Background: an optimization exercise with open tools, aiming at small area, a short achievable clock period and few clock cycles per item. Do not read the settings as production practice. In this exercise RTL edits were held to simulation tests only and were not proved equivalent to the original. No activity file was given, so power comes from the tool's default toggle rates.

===== constraint.sdc =====
create_clock -name core_clock -period 5.5 [get_ports {clk}]
set_input_delay 1.1000 -clock core_clock [delete_from_list [all_inputs] [get_ports {clk}]]
set_output_delay 1.1000 -clock core_clock [all_outputs]
set_load 0.01 [all_outputs]

===== flow/run.sh =====
#!/bin/bash
# The standard layout, with two changes to how it is made:
# - every port is buffered by the smallest plain buffer instead of the
#   delay buffer buffer_ports picks by default
# - the handshake pins of each channel (valids, retries and the routing
#   field bits of its inputs) are placed side by side on the die edge,
#   so the short input-to-retry paths do not cross the die
set -euo pipefail
export BUFFER_PORTS_ARGS="-buffer_cell sky130_fd_sc_hd__buf_1"
G_REQ="l2todr_req_valid* l2todr_req_retry* dr_req_valid* dr_req_retry* l2todr_req[39] l2todr_req[81] l2todr_req[123] l2todr_req[165]"
G_DISP="l2todr_disp_valid* l2todr_disp_retry* dr_disp_valid* dr_disp_retry* l2todr_disp[100] l2todr_disp[203] l2todr_disp[306] l2todr_disp[409]"
G_SNACK="dr_snack_valid* dr_snack_retry* l2_snack_valid* l2_snack_retry* dr_snack[101] dr_snack[102] dr_snack[204] dr_snack[205]"
export PLACE_PINS_ARGS="-group_pins {$G_REQ} -group_pins {$G_DISP} -group_pins {$G_SNACK}"
bash standard.sh > standard.log 2>&1

===== config.mk =====
export PLATFORM = sky130hd
export DESIGN_NAME = net_2core2dr
export DESIGN_NICKNAME = net_2core2dr
export VERILOG_FILES = /design/flow/design.v
export SDC_FILE = /design/flow/constraint.sdc
export NUM_CORES = 4
export LEC_CHECK = 0
export CAP_MARGIN = 20
export CORE_AREA = 10 10 550 550
export DIE_AREA = 0 0 560 560
export SETUP_SLACK_MARGIN = 2.6
export SLEW_MARGIN = 20

===== design.v =====
`default_nettype none
package net_pkg;
  localparam int NID_W  = 2;   
  localparam int NUM_DR = 2;   
  typedef logic [NID_W-1:0]          node_id_t;
  typedef logic [$clog2(NUM_DR)-1:0] dr_id_t;
  typedef logic [3:0]                l2_tag_t;
  typedef logic [31:0]               paddr_t;
  typedef logic [63:0]               line_t;
  typedef logic [2:0]                cmd_t;
  localparam int DR_W     = $clog2(NUM_DR);
  localparam int REQ_W    = NID_W + DR_W + 4 + 3 + 32;
  localparam int DISP_W   = NID_W + DR_W + 4 + 32 + 64;
  localparam int SNACK_W  = NID_W + DR_W + 4 + 32 + 64;
  typedef struct packed {
    node_id_t nid;
    dr_id_t   drid;
    l2_tag_t  l2id;
    cmd_t     cmd;
    paddr_t   paddr;
  } l2todr_req_t;
  typedef struct packed {
    node_id_t nid;
    dr_id_t   drid;
    l2_tag_t  l2id;
    paddr_t   paddr;
    line_t    line;
  } l2todr_disp_t;
  typedef struct packed {
    node_id_t nid;
    dr_id_t   drid;
    l2_tag_t  l2id;
    paddr_t   paddr;
    line_t    line;
  } drtol2_snack_t;
endpackage
`default_nettype wire
`default_nettype none
`timescale 1ns/10ps
module net_rr_arbiter #(
  parameter int N = 4
) (
  input  logic         clk,
  input  logic         rst_n,
  input  logic [N-1:0] req,
  input  logic         advance,   
  output logic [N-1:0] grant
);
  logic [N-1:0] prio;
  always_comb begin
    logic [2*N-1:0] dbl;
    logic [2*N-1:0] gnt2;
    logic           seen;
    dbl  = {req, req};
    gnt2 = '0;
    seen = 1'b0;
    for (int k = 0; k < 2*N; k++) begin
      if (k < N && prio[k]) seen = 1'b1;
      if (seen && dbl[k] && !(|gnt2)) gnt2[k] = 1'b1;
    end
    grant = gnt2[N-1:0] | gnt2[2*N-1:N];
  end
  always_ff @(posedge clk) begin
    if (!rst_n) begin
      prio <= N'(1);
    end else if (advance) begin
      prio <= {grant[N-2:0], grant[N-1]};   
    end
  end
endmodule
`default_nettype wire
`default_nettype none
`timescale 1ns/10ps
module net_out_buffer #(
  parameter int W = net_pkg::REQ_W
) (
  input  logic         clk,
  input  logic         rst_n,
  input  logic         in_valid,
  output logic         in_ready,
  input  logic [W-1:0] in_pkt,
  output logic         out_valid,
  input  logic         out_retry,
  output logic [W-1:0] out_pkt
);
  assign in_ready = !out_valid || !out_retry;
  always_ff @(posedge clk) begin
    if (!rst_n) begin
      out_valid <= 1'b0;
    end else if (in_ready) begin
      out_valid <= in_valid;
    end
  end
  always_ff @(posedge clk) begin
    if (in_ready) out_pkt <= in_pkt;
  end
endmodule
`default_nettype wire
`default_nettype none
`timescale 1ns/10ps
module net_l2todr_switch #(
  parameter int NUM_SRC = 4,
  parameter int W       = net_pkg::REQ_W
) (
  input  logic                         clk,
  input  logic                         rst_n,
  input  logic [NUM_SRC-1:0]           src_valid,
  output logic [NUM_SRC-1:0]           src_retry,
  input  logic [NUM_SRC*W-1:0]         src_pkt,
  output logic [net_pkg::NUM_DR-1:0]   dr_valid,
  input  logic [net_pkg::NUM_DR-1:0]   dr_retry,
  output logic [net_pkg::NUM_DR*W-1:0] dr_pkt
);
  localparam int NUM_DR = net_pkg::NUM_DR;
  localparam int NID_W  = net_pkg::NID_W;
  localparam int DR_W   = net_pkg::DR_W;
  localparam int DRID_LSB = W - NID_W - DR_W;
  logic [NUM_SRC-1:0] to_dr  [NUM_DR];   
  logic [NUM_SRC-1:0] tok    [NUM_DR];   
  logic [NUM_SRC-1:0] take   [NUM_DR];   
  logic [NUM_DR-1:0]  ready;
  logic [NUM_SRC-1:0] acc;               
  always_comb begin
    for (int d = 0; d < NUM_DR; d++) begin
      for (int i = 0; i < NUM_SRC; i++) begin
        to_dr[d][i] = src_pkt[i*W + DRID_LSB +: DR_W] == d[DR_W-1:0];
      end
    end
  end
  assign ready = ~(dr_valid & dr_retry);
  always_comb begin
    for (int d = 0; d < NUM_DR; d++) take[d] = tok[d] & {NUM_SRC{ready[d]}};
    for (int i = 0; i < NUM_SRC; i++) begin
      src_retry[i] = 1'b1;
      for (int d = 0; d < NUM_DR; d++) begin
        if (to_dr[d][i] && take[d][i]) src_retry[i] = 1'b0;
      end
    end
    acc = src_valid & ~src_retry;
  end
  for (genvar d = 0; d < NUM_DR; d++) begin : g_dr
    logic         push;        
    logic [W-1:0] win_pkt;
    logic [W-1:0] out_pkt;
    logic [NUM_SRC-1:0] wait_d;    
    logic [NUM_SRC-1:0] fresh;     
    logic [NUM_SRC-1:0] cand;
    logic [NUM_SRC-1:0] pick;
    logic [NUM_SRC-1:0] prio;      
    logic [NUM_SRC-1:0] prio_nx;
    assign push = |(take[d] & src_valid & to_dr[d]);
    always_comb begin
      win_pkt = {W{!ready[d]}} & out_pkt;
      for (int i = 0; i < NUM_SRC; i++) begin
        win_pkt = win_pkt | ({W{take[d][i]}} & src_pkt[i*W +: W]);
      end
    end
    always_ff @(posedge clk) begin
      if (!rst_n) begin
        dr_valid[d] <= 1'b0;
      end else if (ready[d]) begin
        dr_valid[d] <= push;
      end
    end
    always_ff @(posedge clk) begin
      out_pkt <= win_pkt;
    end
    always_comb begin
      dr_pkt[d*W +: W] = out_pkt;
      dr_pkt[d*W + DRID_LSB +: DR_W] = d[DR_W-1:0];
    end
    assign wait_d  = src_valid & to_dr[d] & ~acc;
    assign fresh   = acc | ~src_valid;
    assign prio_nx = push ? {tok[d][NUM_SRC-2:0], tok[d][NUM_SRC-1]} : prio;
    assign cand    = (|wait_d) ? wait_d : (|acc) ? acc : fresh;
    always_comb begin
      logic [2*NUM_SRC-1:0] dbl;
      logic [2*NUM_SRC-1:0] gnt2;
      logic                 seen;
      dbl  = {cand, cand};
      gnt2 = '0;
      seen = 1'b0;
      for (int k = 0; k < 2*NUM_SRC; k++) begin
        if (k < NUM_SRC && prio_nx[k]) seen = 1'b1;
        if (seen && dbl[k] && !(|gnt2)) gnt2[k] = 1'b1;
      end
      pick = gnt2[NUM_SRC-1:0] | gnt2[2*NUM_SRC-1:NUM_SRC];
    end
    always_ff @(posedge clk) begin
      if (!rst_n) begin
        prio   <= NUM_SRC'(1);
        tok[d] <= NUM_SRC'(1);
      end else begin
        prio   <= prio_nx;
        tok[d] <= pick;
      end
    end
  end
endmodule
`default_nettype wire
`default_nettype none
`timescale 1ns/10ps
module net_snack_router #(
  parameter int NUM_SRC = 4
) (
  input  logic                         clk,
  input  logic                         rst_n,
  input  logic [net_pkg::NUM_DR-1:0]   dr_valid,
  output logic [net_pkg::NUM_DR-1:0]   dr_retry,
  input  logic [net_pkg::NUM_DR*net_pkg::SNACK_W-1:0] dr_snack,
  output logic [NUM_SRC-1:0]           l2_valid,
  input  logic [NUM_SRC-1:0]           l2_retry,
  output logic [NUM_SRC*net_pkg::SNACK_W-1:0]         l2_snack
);
  localparam int NUM_DR = net_pkg::NUM_DR;
  localparam int NID_W  = net_pkg::NID_W;
  localparam int W = net_pkg::SNACK_W;
  logic [NUM_DR-1:0]  grant;
  logic               prio;        
  logic               busy;        
  logic               ready;
  logic               push;
  logic [W-1:0]       win_snack;
  logic [NUM_SRC-1:0] win_dec;
  logic [W-1:0]       held;
  logic [W-1:0]       next_snack;
  assign busy  = |(l2_valid & l2_retry);
  assign ready = !busy;
  assign push  = |dr_valid && ready;
  assign grant[0] = dr_valid[0] && (!prio || !dr_valid[1]);
  assign grant[1] = dr_valid[1] && ( prio || !dr_valid[0]);
  always_ff @(posedge clk) begin
    if (!rst_n) begin
      prio <= 1'b0;
    end else if (push) begin
      prio <= grant[0];
    end
  end
  assign dr_retry[0] = busy || (dr_valid[1] &&  prio);
  assign dr_retry[1] = busy || (dr_valid[0] && !prio);
  always_comb begin
    win_snack  = '0;
    next_snack = {W{busy}} & held;
    for (int d = 0; d < NUM_DR; d++) begin
      win_snack  = win_snack | ({W{grant[d]}} & dr_snack[d*W +: W]);
      next_snack = next_snack | ({W{grant[d] && ready}} & dr_snack[d*W +: W]);
    end
    for (int n = 0; n < NUM_SRC; n++) begin
      win_dec[n] = win_snack[W-NID_W +: NID_W] == n[NID_W-1:0];
    end
  end
  always_ff @(posedge clk) begin
    if (!rst_n) begin
      l2_valid <= '0;
    end else if (ready) begin
      l2_valid <= win_dec & {NUM_SRC{|dr_valid}};
    end
  end
  always_ff @(posedge clk) begin
    held <= next_snack;
  end
  always_comb begin
    for (int n = 0; n < NUM_SRC; n++) begin
      l2_snack[n*W +: W] = held;
      l2_snack[n*W + W - NID_W +: NID_W] = n[NID_W-1:0];
    end
  end
endmodule
`default_nettype wire
`default_nettype none
`timescale 1ns/10ps
module net_2core2dr #(
  parameter int NUM_SRC = 4
) (
  input  logic                       clk,
  input  logic                       rst_n,
  input  logic [NUM_SRC-1:0]         l2todr_req_valid,
  output logic [NUM_SRC-1:0]         l2todr_req_retry,
  input  logic [NUM_SRC*net_pkg::REQ_W-1:0]           l2todr_req,
  output logic [net_pkg::NUM_DR-1:0] dr_req_valid,
  input  logic [net_pkg::NUM_DR-1:0] dr_req_retry,
  output logic [net_pkg::NUM_DR*net_pkg::REQ_W-1:0]   dr_req,
  input  logic [NUM_SRC-1:0]         l2todr_disp_valid,
  output logic [NUM_SRC-1:0]         l2todr_disp_retry,
  input  logic [NUM_SRC*net_pkg::DISP_W-1:0]          l2todr_disp,
  output logic [net_pkg::NUM_DR-1:0] dr_disp_valid,
  input  logic [net_pkg::NUM_DR-1:0] dr_disp_retry,
  output logic [net_pkg::NUM_DR*net_pkg::DISP_W-1:0]  dr_disp,
  input  logic [net_pkg::NUM_DR-1:0] dr_snack_valid,
  output logic [net_pkg::NUM_DR-1:0] dr_snack_retry,
  input  logic [net_pkg::NUM_DR*net_pkg::SNACK_W-1:0] dr_snack,
  output logic [NUM_SRC-1:0]         l2_snack_valid,
  input  logic [NUM_SRC-1:0]         l2_snack_retry,
  output logic [NUM_SRC*net_pkg::SNACK_W-1:0]         l2_snack
);
  net_l2todr_switch #(
    .NUM_SRC (NUM_SRC),
    .W       (net_pkg::REQ_W)
  ) u_req_switch (
    .clk,
    .rst_n,
    .src_valid (l2todr_req_valid),
    .src_retry (l2todr_req_retry),
    .src_pkt   (l2todr_req),
    .dr_valid  (dr_req_valid),
    .dr_retry  (dr_req_retry),
    .dr_pkt    (dr_req)
  );
  net_l2todr_switch #(
    .NUM_SRC (NUM_SRC),
    .W       (net_pkg::DISP_W)
  ) u_disp_switch (
    .clk,
    .rst_n,
    .src_valid (l2todr_disp_valid),
    .src_retry (l2todr_disp_retry),
    .src_pkt   (l2todr_disp),
    .dr_valid  (dr_disp_valid),
    .dr_retry  (dr_disp_retry),
    .dr_pkt    (dr_disp)
  );
  net_snack_router #(
    .NUM_SRC(NUM_SRC)
  ) u_snack_router (
    .clk,
    .rst_n,
    .dr_valid (dr_snack_valid),
    .dr_retry (dr_snack_retry),
    .dr_snack (dr_snack),
    .l2_valid (l2_snack_valid),
    .l2_retry (l2_snack_retry),
    .l2_snack (l2_snack)
  );
endmodule
`default_nettype wire

===== standard.sh =====
#!/bin/bash
# synth_recipe.tcl (not shown) runs the flow's synth.tcl, then flattens the netlist and writes it again
# the make line also repeats each setting of config.mk as NAME=value (left out here)
make -C /OpenROAD-flow-scripts/flow DESIGN_CONFIG=/design/flow/config.mk WORK_HOME=/design/flow/orfs CLKGATE_MAP_FILE= SYNTH_SCRIPT=/design/flow/synth_recipe.tcl "${@:-finish}"

==> impl_metrics.yaml, run 1 <==
yosys:
  post_synth_inst_count: 2628
  synth_edf_count: 0
  synth_top_family_by_area: "compound AO/OA/AOI/OAI gates"
  ys_async_sr_fraction_pct: 0
  syn_avg_cell_area_um2: 8.46
  synth_compound_area_share_pct: 29.2
  ys_warn_count: 25
  synth_simple_gate_area_share_pct: 14.6
  yosysTopAreaCellShare_pct: 38.6
  yosysSeqAreaShare_pct: 38.6
  synthMuxAreaShare_pct: 1.23
  synth.area.top_cells: "dfxtp_1 (39%), a22oi_1 (20%), buf_4 (11%)"
  synth_area_um2: 22200
  synth.largest_area_cell: "dfxtp_1"
  synth_xor_area_share_pct: 0
  ys_ff_latch: 428
  synth.distinct_cells: 76
  synth_ff_type: "dfxtp_1"
  synth_fa_ha_area_share_pct: 0
timing:
  finalCriticalPeriod_ns: 2.92
  relSlewSlack_pct: 21.4
  timing_worst_slew_pin_value_ns: 1.18
  drv_slew: 0
  tns_ns: 0
  fmax_mhz: 342
  rsz0062_at_grt: "yes"
  finalHoldViolCount: 0
  worst_slack_ns: 2.58
  finalCritPeriodShare_pct: 53.1
  setup_viol: 0
  hold_ws_ns: 0.460
  fin_skew_ns: 0.0482
route:
  wire_per_inst_um: 31.6
  vias: 28900
  first_pass_iters: 11
  ant_nets: 0
  routed_via_density: 3.72
  drt_iter0_markers: 3354
  drc: 0
  wl_mm: 246
place:
  dpl-instance-area_um2: 30100
  gp_congestion: 0.940
  place_hpwl_mm: 209
  place.port_buffers: 1513
  pre_cts_ws_ns: 1.70
run:
  cap_violations: 0
die:
  initial_core_util_pct: 7.65
  die_area_um2: 314000
  core_area_um2: 291000
  ios: 1526
  row_count: 198
  die_y_um: 560
  dieWidth_um: 560
global_route:
  gr-total-overflow: 0
  grt_max_degree: 105
  antenna_found_initial: 248
  grt.total_usage_pct: 14.7
  grt_pass1_vias: 27100
  grt_pass1_wl_mm: 306
clock_network:
  cts_tree: "done"
  cts_root_buffer: "clkbuf_16"
  cts_hold_buf: 0
  clk_latency_ns: 0.76
  clkTransAtPathRegs_ns: 0.06
  clockBufferDepth: 3
  h-tree-depth: 2
  clock-sinks: 428
  numCtsBuffers: 56
setup_path:
  slowest_stage: "a21boi_4"
  crit_top_cell: "buf_12"
  crit_fanout: 7
  worst_setup_path_end_kind: "output port"
  cpLargestDelayFamily: "buffers and inverters"
  cp_data_arrival_time_ns: 1.82
  start_kind: "input pin"
  critPathBufInv: 4
  worst_ep_required_time_ns: 4.40
  slowest_delay_ns: 0.19
  crit_type: "in2out"
  crit_path_cell_trace: "buf_12, a21boi_4, buf_12, mux2_4, inv_2, buf_6"
layout:
  final_cell_area_um2: 33100
  nNetsFinal: 4565
  fillers: 34000
  area_delta_synth_final_pct: 48.7
  drive_above_1_share_pct: 8.67
min_path:
  hold_class: "reg2reg"
power:
  power_leakage_nw: 11.3
  power_density_nw_per_um2: 439
  power.total_mw: 14.5
  peakVddDrop_mv: 0.261
outcome:
  status: "no timing/DRC/antenna violations"
-- worst register-to-register path: cells and delay by family (launching register included) --
kind	cells	cell delay (ns)
buf+inv	3	0.42
compound gates	6	1.67
simple gates	1	0.11
flops	1	0.38
-- metal layers --
metal | vias up | global-route usage [%] | wire length (um)
met5 | - | 0.152 | 1030
met4 | 144 | 6.52 | 14200
met3 | 642 | 7.37 | 30400
met2 | 2360 | 24.8 | 115000
met1 | 13900 | 15.3 | 85300
li1 | 11900 | - | -
-- path summary, 6_finish.rpt --
| path | start | end | slack, ns | cells after the start |
|---|---|---|---|---|
| setup / recovery | dr_req_retry[0] | l2todr_req_retry[1] | 2.58 | 6 |
| hold / removal | u_disp_switch.g_dr[1].prio[2] | u_disp_switch.g_dr[1].prio[2] | 0.46 | 2 |
| setup reg to reg | u_disp_switch.dr_valid[1] | u_disp_switch.tok[1][2] | 2.81 | 10 |
| hold reg to reg | u_disp_switch.g_dr[1].prio[2] | u_disp_switch.g_dr[1].prio[2] | 0.46 | 2 |
-- stage by stage --
stage	std cells	utilization [%]
floorplan	2638	-
global placement	7561	10.4
detailed placement	7561	10.4
CTS	7697	11.3
global route	7742	11.3
finish	7783	11.4
-- state kept, by name, summed over array words and instances (netlist names) --
| register | cells |
|---|---|
| u_disp_switch.g_dr.prio | 8 |
| u_req_switch.g_dr.prio | 8 |
| u_req_switch.tok | 8 |
| u_snack_router.prio | 1 |
| u_snack_router.held | 101 |
| u_disp_switch.g_dr.out_pkt | 204 |
| u_disp_switch.dr_valid | 2 |
| u_req_switch.g_dr.out_pkt | 82 |
| u_snack_router.l2_valid | 4 |
| u_disp_switch.tok | 8 |
| u_req_switch.dr_valid | 2 |
-- Yosys cell counts, types with 9 or more instances --
cell type / count
o21ai_1: 9
nand2_1: 332
nor3_1: 12
a21oi_1: 28
nand2b_1: 9
a22oi_1: 584
and2_1: 20
o21ai_0: 10
clkbuf_1: 172
mux2i_1: 18
buf_1: 17
dfxtp_1: 428
nand3_1: 293
inv_1: 113
a222oi_1: 103
nor2_1: 29
buf_4: 320
-- power breakdown --
part	switching, mW	internal (mW)	leakage, nW	total (mW)
sequential	1.07	3.97	3.61	5.04
combinational	3.77	1.64	6.77	5.41
clock	1.76	2.31	0.939	4.06
-- cells by family (layout without fill, tap and decap cells) --
kind of cell           after synthesis  count (layout)
other                                2              89
AND/OR/NAND/NOR                    719             720
buffers and inverters              635            1802
flip-flops                         428             428
AO/OA/AOI/OAI                      818             818
multiplexers                        26              26
-- area by class of cell --
| class | count | area, um2 | area share (%) |
|---|---|---|---|
| timing repair buffer | 1581 | 6670 | 20.2 |
| tap | 3900 | 4880 | 14.8 |
| multi-input combinational | 1576 | 10300 | 31.0 |
| clock buffer | 72 | 1540 | 4.66 |
| inverter | 116 | 438 | 1.32 |
| antenna | 77 | 193 | 0.583 |
| clock inverter | 33 | 399 | 1.21 |
| sequential | 428 | 8690 | 26.3 |
-- placed cells by master (no fill, tap or decap), types with 4 or more instances in the layout --
| master | synthesis | routed |
|---|---|---|
| a211oi_1 | 7 | 7 |
| a21bo_2 | 6 | 4 |
| a21boi_4 | 6 | 15 |
| a21oi_1 | 28 | 28 |
| a222oi_1 | 103 | 103 |
| a22oi_1 | 584 | 582 |
| and2_1 | 20 | 15 |
| buf_1 | 17 | 1459 |
| buf_12 | 0 | 16 |
| buf_2 | 6 | 37 |
| buf_4 | 320 | 48 |
| buf_6 | 4 | 10 |
| bufbuf_16 | 0 | 5 |
| bufinv_16 | 0 | 7 |
| clkbuf_1 | 172 | 8 |
| clkbuf_16 | 0 | 56 |
| clkbuf_8 | 0 | 8 |
| clkinv_2 | 0 | 14 |
| clkinvlp_4 | 0 | 8 |
| conb_1 | 2 | 12 |
| dfxtp_1 | 428 | 380 |
| dfxtp_2 | 0 | 25 |
| dfxtp_4 | 0 | 23 |
| diode_2 | 0 | 77 |
| inv_1 | 113 | 111 |
| mux2_2 | 7 | 4 |
| mux2_4 | 1 | 4 |
| mux2i_1 | 18 | 15 |
| nand2_1 | 332 | 331 |
| nand2b_1 | 9 | 9 |
| nand3_1 | 293 | 293 |
| nor2_1 | 29 | 27 |
| nor2b_1 | 4 | 4 |
| nor3_1 | 12 | 12 |
| nor4_1 | 4 | 4 |
| o21ai_0 | 10 | 10 |
| o21ai_1 | 9 | 9 |
| o22ai_1 | 8 | 8 |
-- repair_timing --
item / CTS / global route
gates resized for setup: 172 / 17
cloned: 6 / 0
pin swaps: 6 / 8
buffers inserted: 25 / 9
setup endpoints to repair: 147 / 13
Testbench counts, summed over its fixed seeds: cycles 5,087, items 16,000.
==> run 2, diff against run 1 <==
--- a/config.mk
+++ b/config.mk
@@ -7,6 +7,8 @@
 export LEC_CHECK = 0
 export CAP_MARGIN = 20
 export CORE_AREA = 10 10 550 550
+export CTS_CLUSTER_DIAMETER = 100
+export CTS_CLUSTER_SIZE = 30
 export DIE_AREA = 0 0 560 560
 export SETUP_SLACK_MARGIN = 2.6
 export SLEW_MARGIN = 20
==> impl_metrics.yaml, run 2 <==
die:
  dieWidth_um: 560
  initial_core_util_pct: 7.65
  die_area_um2: 314000
  die_y_um: 560
  row_count: 198
  ios: 1526
  core_area_um2: 291000
global_route:
  grt_max_degree: 105
  gr-total-overflow: 0
  grt_pass1_wl_mm: 305
  antenna_found_initial: 249
  grt_pass1_vias: 26800
  grt.total_usage_pct: 14.6
timing:
  relSlewSlack_pct: 17.4
  fin_skew_ns: 0.0509
  setup_viol: 0
  tns_ns: 0
  fmax_mhz: 339
  finalCritPeriodShare_pct: 53.7
  finalCriticalPeriod_ns: 2.95
  timing_worst_slew_pin_value_ns: 1.24
  rsz0062_at_grt: "yes"
  drv_slew: 0
  finalHoldViolCount: 0
clock_network:
  cts_hold_buf: 0
  h-tree-depth: 2
  clock-sinks: 428
  clk_latency_ns: 0.72
  numCtsBuffers: 34
  clockBufferDepth: 3
  cts_tree: "done"
  clkTransAtPathRegs_ns: 0.08
  cts_root_buffer: "clkbuf_16"
route:
  routed_via_density: 3.70
  ant_nets: 0
  first_pass_iters: 10
  vias: 28500
  drc: 0
  wire_per_inst_um: 31.7
  wl_mm: 245
  drt_iter0_markers: 3521
setup_path:
  cp_data_arrival_time_ns: 1.85
  worst_setup_path_end_kind: "output port"
  start_kind: "input pin"
  startpoint: "dr_req_retry[0]"
  crit_top_cell: "buf_12"
  slowest_stage: "mux2_4"
  worst_ep_required_time_ns: 4.40
  r2r-start: "u_req_switch.dr_valid[0]"
  crit_type: "in2out"
  crit_path_cell_trace: "buf_12, a21boi_4, buf_12, mux2_4, inv_1, buf_6"
  slowest_delay_ns: 0.27
  crit_fanout: 8
layout:
  drive_above_1_share_pct: 7.17
  layout_common_cells: "buf_1 (1467), a22oi_1 (582), dfxtp_1 (385)"
  register_area_um2: 8670
  final_cells: 7722
  largest_register_ffs: 204
  fillers: 34100
  multi_input_area_um2: 10200
  area_delta_synth_final_pct: 44.9
  final_common_cell: "buf_1"
  regMostFlops: "u_disp_switch.g_dr.out_pkt"
  largestRegisters: "u_disp_switch.g_dr.out_pkt x204, u_snack_router.held x101, u_req_switch.g_dr.out_pkt x82"
  nNetsFinal: 4533
yosys:
  post_synth_inst_count: 2628
  syn_avg_cell_area_um2: 8.46
  yosysSeqAreaShare_pct: 38.6
  synth_commonest_cells: "a22oi_1 (584), dfxtp_1 (428), nand2_1 (332), buf_4 (320), nand3_1 (293)"
  ys_async_sr_fraction_pct: 0
  synth_ff_type: "dfxtp_1"
  synth_area_um2: 22200
  synth_edf_count: 0
  yosysMostFrequentCell: "a22oi_1"
  synth.distinct_cells: 76
  yosysTopAreaCellShare_pct: 38.6
  ys_warn_count: 25
  synth.area.top_cells: "dfxtp_1 (39%), a22oi_1 (20%), buf_4 (11%)"
  synth.largest_area_cell: "dfxtp_1"
  ys_ff_latch: 428
place:
  placed_cells: 7561
  place_hpwl_mm: 209
  place.port_buffers: 1513
  gp_congestion: 0.940
outcome:
  status: "no timing/DRC/antenna violations"
power:
  power_leakage_nw: 10.9
  peakVddDrop_mv: 0.291
  power_density_nw_per_um2: 414
min_path:
  hold_class: "reg2reg"
  hold_start: "u_disp_switch.g_dr[1].prio[2]"
run:
  cap_violations: 0
[run 2: metrics by stage]
stage / power, mW / area [um2] / worst slack [ns] / hold WS [ns] / util [%]
after floorplan: 7.35 / 22300 / 2.56 / 0.433 / -
after global placement: 10.3 / 30100 / 1.76 / 0.452 / 10.4
after detailed placement: 10.3 / 30100 / 1.70 / 0.452 / 10.4
after CTS: 13.5 / 32000 / 2.45 / 0.466 / 11.0
after global routing: 14.0 / 32100 / 2.53 / 0.499 / 11.1
final: 13.3 / 32200 / 2.55 / 0.466 / 11.1
[run 2: worst paths after layout]
kind / slack, ns / cells past startpoint / to
worst max register to register: 2.88 / 9 / u_req_switch.tok[0][0]
worst max-delay path: 2.55 / 6 / l2todr_req_retry[1]
worst min register to register: 0.47 / 2 / u_disp_switch.g_dr[1].prio[2]
worst min-delay path: 0.47 / 2 / u_disp_switch.g_dr[1].prio[2]
[run 2: logic make-up after synthesis]
kind of cell / count (synthesis) / synth area share, %
flops: 428 / 38.6
compound gates: 818 / 29.2
mux: 26 / 1.23
simple gates: 719 / 14.6
buf+inv: 635 / 16.3
other cells: 2 / 0.0338
[run 2: timing repair]
action	4_1_cts	5_1_grt
gates resized for setup	155	12
pin swaps	8	4
gates cloned	6	0
setup buffers	20	4
setup endpoints to repair	144	11
[run 2: per-layer routing]
| metal | part of all wire [%] | routed length, um | GRT usage [%] |
|---|---|---|---|
| met1 | 35 | 85400 | 15.2 |
| met2 | 46 | 114000 | 24.3 |
| met3 | 12 | 29800 | 7.33 |
| met4 | 6.2 | 15300 | 7.42 |
| met5 | 0.45 | 1090 | 0.229 |
[run 2: area by class of cell]
class	instances	share of cell area [%]
flip-flops and latches	428	26.9
repair buffers	1571	20.5
diodes	70	0.544
inverters	116	1.36
multi-input cells	1576	31.8
clock buffers	36	2.73
clock inverters	25	1.02
well taps	3900	15.2
[run 2: report_power, final]
part	total [mW]	switching (mW)	leakage (nW)	internal, mW
sequential	5.02	1.06	3.61	3.96
clock	2.92	1.65	0.585	1.28
combinational	5.38	3.76	6.69	1.62
[run 2: critical path: cells and delay by family]
kind | cells | cell delay [ns]
muxes | 1 | 0.27
buffers and inverters | 4 | 0.41
AOI/OAI and AO/OA | 1 | 0.06
==> run 3, diff against run 2 <==
--- a/config.mk
+++ b/config.mk
@@ -6,9 +6,9 @@
 export NUM_CORES = 4
 export LEC_CHECK = 0
 export CAP_MARGIN = 20
-export CORE_AREA = 10 10 550 550
+export CORE_AREA = 10 10 520 520
 export CTS_CLUSTER_DIAMETER = 100
 export CTS_CLUSTER_SIZE = 30
-export DIE_AREA = 0 0 560 560
+export DIE_AREA = 0 0 530 530
 export SETUP_SLACK_MARGIN = 2.6
 export SLEW_MARGIN = 20
==> impl_metrics.yaml, run 3 <==
power:
  power_leakage_nw: 10.9
  power_density_nw_per_um2: 415
  peakVddDrop_mv: 0.315
setup_path:
  worst_ep_required_time_ns: 4.40
  crit_fanout: 9
  start_kind: "input pin"
  cp_data_arrival_time_ns: 1.78
  worst_setup_path_end_kind: "output port"
  crit_type: "in2out"
timing:
  finalCriticalPeriod_ns: 2.88
  worst_slack_ns: 2.62
  timing_worst_slew_pin_value_ns: 1.29
  drv_slew: 0
  finalHoldViolCount: 0
  finalCritPeriodShare_pct: 52.4
  fin_skew_ns: 0.0272
  setup_viol: 0
  tns_ns: 0
  relSlewSlack_pct: 14.3
  fmax_mhz: 347
  rsz0062_at_grt: "no"
layout:
  largestRegisters: "u_disp_switch.g_dr.out_pkt x204, u_snack_router.held x101, u_req_switch.g_dr.out_pkt x82"
  drive_above_1_share_pct: 7.59
  largest_register_ffs: 204
  nNetsFinal: 4548
  final_common_cell: "buf_1"
  layout_common_cells: "buf_1 (1470), a22oi_1 (582), dfxtp_1 (382)"
  regMostFlops: "u_disp_switch.g_dr.out_pkt"
  area_delta_synth_final_pct: 42.5
route:
  wl_mm: 220
  vias: 28300
  drc: 0
  ant_nets: 0
  routed_via_density: 3.90
  first_pass_iters: 10
  wire_per_inst_um: 30.4
  drt_iter0_markers: 3608
place:
  gp_congestion: 0.949
  pre_cts_ws_ns: 1.82
  place_hpwl_mm: 187
  place.port_buffers: 1513
die:
  die_y_um: 530
  row_count: 187
  ios: 1526
  die_area_um2: 281000
  initial_core_util_pct: 8.57
  core_area_um2: 259000
  dieWidth_um: 530
global_route:
  grt_pass1_vias: 26100
  antenna_found_initial: 205
  grt.total_usage_pct: 14.4
  grt_pass1_wl_mm: 274
  gr-total-overflow: 0
  grt_max_degree: 105
outcome:
  status: "no timing/DRC/antenna violations"
yosys:
  synth_area_um2: 22200
  yosysTopAreaCellShare_pct: 38.6
  synth.largest_area_cell: "dfxtp_1"
  yosysSeqAreaShare_pct: 38.6
  yosysMostFrequentCell: "a22oi_1"
  ys_warn_count: 25
  synth.distinct_cells: 76
  synth.area.top_cells: "dfxtp_1 (39%), a22oi_1 (20%), buf_4 (11%)"
  synth_edf_count: 0
  post_synth_inst_count: 2628
  synth_ff_type: "dfxtp_1"
  ys_async_sr_fraction_pct: 0
  ys_ff_latch: 428
  syn_avg_cell_area_um2: 8.46
  synth_commonest_cells: "a22oi_1 (584), dfxtp_1 (428), nand2_1 (332), buf_4 (320), nand3_1 (293)"
clock_network:
  cts_tree: "done"
  clk_latency_ns: 0.74
  h-tree-depth: 1
  cts_root_buffer: "clkbuf_16"
  clockBufferDepth: 3
  cts_hold_buf: 0
  numCtsBuffers: 31
  clock-sinks: 428
  clkTransAtPathRegs_ns: 0.09
run:
  cap_violations: 0
min_path:
  hold_class: "reg2reg"
-- run 3: cell counts after synthesis --
Identical to the previous run, type by type.
-- run 3: worst max-delay path, cell delays in order --
cell and delay (ns):
buf_6 0.14, a21boi_4 0.08, buf_12 0.13, mux2i_4 0.18, buf_6 0.14
-- run 3: power by group --
group | leakage [nW] | switching (mW) | internal (mW)
sequential | 3.61 | 1.04 | 3.96
clock | 0.573 | 1.64 | 1.23
combinational | 6.74 | 3.65 | 1.62
total | 10.9 | 6.33 | 6.80
-- run 3: cell type report --
| type | instances | area, um2 |
|---|---|---|
| timing repair buffer | 1590 | 6610 |
| clock inverter | 25 | 434 |
| antenna | 83 | 208 |
| fill | 30200 | 228000 |
| sequential | 428 | 8680 |
| inverter | 116 | 435 |
| multi-input combinational | 1575 | 10200 |
| clock buffer | 32 | 790 |
| tap | 3402 | 4260 |
-- run 3: final timing paths --
path                                      start                             to  slack (ns)  cells after the start
setup / recovery                dr_req_retry[1]            l2todr_req_retry[0]        2.62                      5
hold / removal    u_disp_switch.g_dr[1].prio[2]  u_disp_switch.g_dr[1].prio[2]        0.47                      2
setup reg to reg     u_snack_router.l2_valid[0]        u_snack_router.held[92]        2.86                      6
hold reg to reg   u_disp_switch.g_dr[1].prio[2]  u_disp_switch.g_dr[1].prio[2]        0.47                      2
-- run 3: per-stage QoR --
stage | hold WS [ns] | total power [mW] | instances | instance area [um2] | util [%]
after floorplan | 0.433 | 7.35 | 2638 | 22300 | -
after global placement | 0.447 | 10.1 | 7080 | 29600 | 11.4
after detailed placement | 0.457 | 10.1 | 7081 | 29600 | 11.4
after CTS | 0.436 | 13.2 | 7164 | 31400 | 12.1
after global routing | 0.499 | 13.7 | 7207 | 31500 | 12.2
final | 0.473 | 13.1 | 7251 | 31700 | 12.2
-- run 3: repair_timing --
item	4_1_cts	5_1_grt
pin swaps	4	2
gates cloned	4	0
setup buffers	22	4
endpoints found under the setup margin	126	8
resized for setup	143	6
-- run 3: cell families (layout without fill, tap and decap cells) --
family,Yosys count,count (layout),share of synthesized area [%]
AO/OA/AOI/OAI,818,818,29.2
AND/OR/NAND/NOR,719,719,14.6
buffers and inverters,635,1763,16.3
flip-flops,428,428,38.6
multiplexers,26,26,1.23
other,2,95,0.0338
-- run 3: metal layers --
metal,wire [um],GRT usage [%],share of wire (%)
met1,76200,15.3,35
met2,99300,23.2,45
met3,29900,7.63,14
met4,14100,7.53,6.4
met5,841,0,0.38

## what the ideal ports hide
Ports are ideal in the flow. The routed layouts listed here were re-timed in OpenROAD.
Step 1: set_driving_cell puts a clkbuf_16 on clk and a buf_2 on each other input, an assumption about the parent block.
Step 2 times the ports against the registers' clock, not the clock port: input delays grow and output delays shrink by t, the midpoint of the rising clock arrivals with the driver on.
Three values: no drivers, after step 1, after step 2; two values: the first two.
run	t (ns)	setup slack, ns	clock arrival spread, ns
run 1	0.822	2.578 / 2.510 / 2.071	0.056 / 0.056
run 2	0.774	2.547 / 2.479 / 2.076	0.063 / 0.064
run 3	0.818	2.620 / 2.557 / 2.001	0.049 / 0.048
After both steps setup and hold are still met in every run listed. The setup slack of run 3, which loses most, moves by -0.063 ns with the drivers and by -0.619 ns with both steps.
